Source: an optimization exercise on an open RTL-to-GDS flow (aim: small area). Production flows keep margins and buffers that such runs may drop.
Only simulation tests tie the RTL to the original design; equivalence was not proved.

Design ex_stage, start of the top module:
module ex_stage (
	input  logic                clock,
	input  logic                rst_n,
	input  logic                issue_valid,
	input  logic [209:0]        issue_pkt,
	output logic                issue_credit,
	output logic                complete_valid,
	output logic [37:0]         complete,
	input  logic                bus_credit,
	output logic                branch_valid,
	output logic [39:0]         branch
);
For scale: ~6300 cells after synthesis, about 440 flip-flops, ~51000 um^2 of cells after synthesis.
Settings: LEC_CHECK=0, ABC_AREA=1, CAP_MARGIN=20, CORE_MARGIN=2, CORE_UTILIZATION=50, SLEW_MARGIN=20, SYNTH_HIERARCHICAL=1; clock period 10.0 ns.
run.sh (not shown) runs the stock make flow with config.mk's settings and CLKGATE_MAP_FILE= SYNTH_SCRIPT=/design/flow/synth_recipe.tcl, a recipe that flattens the netlist after the stock synthesis.
The first run completed without violations.
Rerun with:
==> flow/flow/run.sh (new file) <==
#!/bin/bash
# The standard layout, with plain buffers (not delay cells) on the ports.
set -euo pipefail
export BUFFER_PORTS_ARGS="-buffer_cell sky130_fd_sc_hd__buf_2"
bash standard.sh > standard.log 2>&1
==> flow/standard.sh (new file) <==
#!/bin/bash
# synth_recipe.tcl (not shown) runs the flow's synth.tcl, then flattens the netlist and writes it again
# the make line also repeats each setting of config.mk as NAME=value (left out here)
make -C /OpenROAD-flow-scripts/flow DESIGN_CONFIG=/design/flow/config.mk WORK_HOME=/design/flow/orfs CLKGATE_MAP_FILE= SYNTH_SCRIPT=/design/flow/synth_recipe.tcl "${@:-finish}"
removed: flow/run.sh
After rerunning:
- The new run went through all stages and came out clean
- sequential share of layout area rises by 1.3 points
- via count falls by 2.0%
- worst setup slack gains 0.073 ns
- count of clock-buffer cells in the layout falls by 5


Another version of the RTL of ex_stage (not shown whole).
Size: ~6200 cells after synthesis, about 440 flip-flops, ~300 I/O pins, ~0.050 mm2 of cells after synthesis.
clock: 10.0 ns
lec_check: 0
abc_area: 1
cap_margin: 20
core_margin: 2
core_utilization: 58
cts_buf_list: sky130_fd_sc_hd__clkbuf_8
cts_cluster_diameter: 45
cts_cluster_size: 18
gpl_routability_driven: 0
setup_slack_margin: 0.1
slew_margin: 20
synth_hierarchical: 1
standard.sh (not shown) runs the stock make flow with config.mk's settings and CLKGATE_MAP_FILE= SYNTH_SCRIPT=/design/flow/synth_recipe.tcl, a recipe that flattens the netlist after the stock synthesis.
==> flow/flow/run.sh <==
#!/bin/bash
# The standard layout, with plain buffers (not delay cells) on the ports;
# timing-driven placement only steers placement, its trial buffering is
# not kept.
set -euo pipefail
export BUFFER_PORTS_ARGS="-buffer_cell sky130_fd_sc_hd__buf_1"
export GPL_KEEP_OVERFLOW=0
bash standard.sh > standard.log 2>&1
The starting point passed the timing, design-rule and antenna checks.
Rerun with:
SETUP_SLACK_MARGIN = 0.05   (was 0.1)
Cell area stays flat.
Worst hold slack stays flat.
Wire length hardly moves.
Global-route usage barely changes.
Rerun with:
CORE_UTILIZATION = 61   (was 58)
SETUP_SLACK_MARGIN = 0.1   (was 0.05)
Outcome:
- cell area barely changes
- non-clock buffer count went up by 17
- fmax hardly moves
- routed wire length went down by 3.2%
- synthesized cell count stays the same
- setup slack gains 5.1 ps
- hold slack stays flat
- area after synthesis does not change
Rerun with:
==> flow/flow/run.sh (replaced) <==
#!/bin/bash
# The standard layout, with plain buffers (not delay cells) on the ports.
set -euo pipefail
export BUFFER_PORTS_ARGS="-buffer_cell sky130_fd_sc_hd__buf_1"
bash standard.sh > standard.log 2>&1
CORE_UTILIZATION = 55   (was 61)
SETUP_SLACK_MARGIN = not set   (was 0.1)
=>
- final area came out higher by 1.5%
- sequential share of layout area went down by 0.33 points
- routed wire length went up by 4.5%
- global-route usage went down by 2.7 points


ex_stage, a different RTL version from the one above (not shown whole).
For scale: ~6100 cells after synthesis, about 440 flip-flops, ~300 I/O pins.
==> flow/config.mk <==
export PLATFORM = sky130hd
export DESIGN_NAME = ex_stage
export DESIGN_NICKNAME = ex_stage
export VERILOG_FILES = /design/flow/design.v
export SDC_FILE = /design/flow/constraint.sdc
export NUM_CORES = 4
export LEC_CHECK = 0
export ABC_AREA = 1
export CAP_MARGIN = 20
export CORE_MARGIN = 2
export CORE_UTILIZATION = 55
export CTS_BUF_LIST = sky130_fd_sc_hd__clkbuf_8
export CTS_CLUSTER_DIAMETER = 45
export CTS_CLUSTER_SIZE = 18
export SLEW_MARGIN = 20
export SYNTH_HIERARCHICAL = 1
==> flow/constraint.sdc <==
create_clock -name core_clock -period 10.0 [get_ports {clock}]
set_input_delay 2.0000 -clock core_clock [delete_from_list [all_inputs] [get_ports {clock}]]
set_output_delay 2.0000 -clock core_clock [all_outputs]
set_load 0.01 [all_outputs]
==> flow/flow/run.sh <==
#!/bin/bash
# The standard layout, with plain buffers (not delay cells) on the ports.
set -euo pipefail
export BUFFER_PORTS_ARGS="-buffer_cell sky130_fd_sc_hd__buf_1"
bash standard.sh > standard.log 2>&1
Then changed:
GPL_ROUTABILITY_DRIVEN = 0   (was not set)
Effect:
- The new run finished clean
- design area decreases by 1.5%
- via count is lower by 1.6%
- core utilization shrinks by 0.95 points
- worst hold slack is worse by 17 ps
- routed wire length decreases by 2.0%
- clock-buffer cell count does not change
- clock skew came out higher by 16 ps
- die area stays the same
- global-route usage went down by 0.87 points
Then changed:
CTS_CLUSTER_DIAMETER = not set   (was 45)
CTS_CLUSTER_SIZE = not set   (was 18)
GPL_ROUTABILITY_DRIVEN = not set   (was 0)
What happened:
- The new run completed with no timing, DRC or antenna violations
- area after synthesis is unchanged
- clock-buffer cell count went up by 32
- routed wire length went up by 2.3%
- global-route usage went up by 0.99 points


== exp/delta ==
Another version of the RTL of ex_stage (not shown whole).
Size: roughly 6400 cells after synthesis, roughly 440 flip-flops, about 300 I/O pins, ~51000 um^2 of cells after synthesis.
==> flow/config.mk <==
export PLATFORM = sky130hd
export DESIGN_NAME = ex_stage
export DESIGN_NICKNAME = ex_stage
export VERILOG_FILES = /design/flow/design.v
export SDC_FILE = /design/flow/constraint.sdc
export NUM_CORES = 4
export LEC_CHECK = 0
export ABC_AREA = 1
export CAP_MARGIN = 20
export CORE_MARGIN = 2
export CORE_UTILIZATION = 50
export SLEW_MARGIN = 20
export SYNTH_HIERARCHICAL = 1
==> flow/constraint.sdc <==
create_clock -name core_clock -period 10.0 [get_ports {clock}]
set_input_delay 2.0000 -clock core_clock [delete_from_list [all_inputs] [get_ports {clock}]]
set_output_delay 2.0000 -clock core_clock [all_outputs]
set_load 0.01 [all_outputs]
==> flow/flow/run.sh <==
#!/bin/bash
# The standard layout, with plain buffers (not delay cells) on the ports.
set -euo pipefail
export BUFFER_PORTS_ARGS="-buffer_cell sky130_fd_sc_hd__buf_2"
bash standard.sh > standard.log 2>&1
The flow did not stop early for exp/delta: all stages ran, and the layout cleared the timing, design-rule and antenna checks.
For exp/juniper, these inputs were changed with respect to exp/delta:
- CTS_BUF_LIST now sky130_fd_sc_hd__clkbuf_8, previously not set
- CORE_UTILIZATION now 55, was 50
==> flow/flow/run.sh <==
#!/bin/bash
# The standard layout, with plain buffers (not delay cells) on the ports,
# and non-critical gates downsized after global routing.
set -euo pipefail
export BUFFER_PORTS_ARGS="-buffer_cell sky130_fd_sc_hd__buf_1"
export RECOVER_POWER=100
bash standard.sh > standard.log 2>&1
### Flow results
From the logs: exp/juniper reached the end of the flow and failed the layout checks with max-capacitance violations, max-slew violations.
exp/delta: all stages complete, timing, DRC and antenna checks passed
In the reports for exp/delta and exp/juniper, the smaller routed wire length belongs to exp/juniper.
Fmax, exp/delta and exp/juniper: larger value in exp/delta
Wire length of the first global-routing pass (exp/juniper over exp/delta): decrease, about 1.9%
Sort exp/delta and exp/juniper by worst setup slack desc -> top: exp/delta
Between exp/delta and exp/juniper, the highest cell delay on the worst timing path does not differ in any meaningful way.
Input-level comparison between exp/xenon and exp/juniper:
==> flow/flow/run.sh <==
#!/bin/bash
# The standard layout, with plain buffers (not delay cells) on the ports.
set -euo pipefail
export BUFFER_PORTS_ARGS="-buffer_cell sky130_fd_sc_hd__buf_1"
bash standard.sh > standard.log 2>&1
[summary]
Per the comparison of exp/xenon with exp/juniper, post-route clock period utilization lower. On cell count, exp/juniper and exp/xenon are neck and neck. exp/juniper → exp/xenon: wire length level; post-route minimum period moved down. Post-synthesis adder-cell area fraction: exp/juniper vs exp/xenon identical. Summary of exp/xenon over exp/juniper: count of buffers not belonging to the clock network in the layout level; global-route wire length before repair flat. Of exp/juniper and exp/xenon, just one finished clean: exp/xenon.

port drivers added, routing unchanged:
Ports are ideal in the flow. The routed layouts listed here were re-timed in OpenROAD. Step 1 (the two cells are an assumption about what drives the block):
set clk [get_ports {clock}]
set_driving_cell -lib_cell sky130_fd_sc_hd__clkbuf_16 $clk
set_driving_cell -lib_cell sky130_fd_sc_hd__buf_2 [delete_from_list [all_inputs] $clk]
Step 2 adds t to the input delays and takes it off the output delays; t is the mean of the earliest and latest rising clock arrival at the registers after step 1. Input paths then give back, and output paths get back, about the clock's delay inside the block. Three values: ideal, step 1, step 2; two values: the first two.
run | t (ns) | slack for setup (ns) | worst setup path at the end | clock arrival spread, ns | pins driven straight from the clock port
the first run of note 1 | 0.596 | 0.289 / 0.296 / -0.300 | input to register | 0.020 / 0.020 | 1
the second run of note 1 | 0.607 | 0.362 / 0.322 / -0.284 | input to register | 0.027 / 0.027 | 1
the first run of note 2 | 0.671 | 0.235 / 0.252 / -0.419 | input to register | 0.032 / 0.032 | 1
the second run of note 2 | 0.670 | 0.242 / 0.250 / -0.420 | input to register | 0.033 / 0.032 | 1
the third run of note 2 | 0.653 | 0.247 / 0.259 / -0.394 | input to register | 0.022 / 0.022 | 1
the fourth run of note 2 | 0.670 | 0.314 / 0.309 / -0.361 | input to register | 0.032 / 0.032 | 1
the first run of note 3 | 0.664 | 0.334 / 0.330 / -0.334 | input to register | 0.023 / 0.024 | 1
the second run of note 3 | 0.664 | 0.318 / 0.343 / -0.321 | input to register | 0.036 / 0.036 | 1
the third run of note 3 | 0.649 | 0.334 / 0.311 / -0.338 | input to register | 0.031 / 0.030 | 1
exp/delta | 0.597 | 0.355 / 0.359 / -0.238 | input to register | 0.017 / 0.017 | 1
exp/juniper | 0.665 | 0.156 / 0.176 / -0.489 | input to register | 0.022 / 0.022 | 1
exp/xenon | 0.662 | 0.267 / 0.289 / -0.373 | input to register | 0.024 / 0.024 | 1
The setup slack of the fourth run of note 2, which loses most, moves by -0.005 ns with the drivers and by -0.675 ns with both steps.
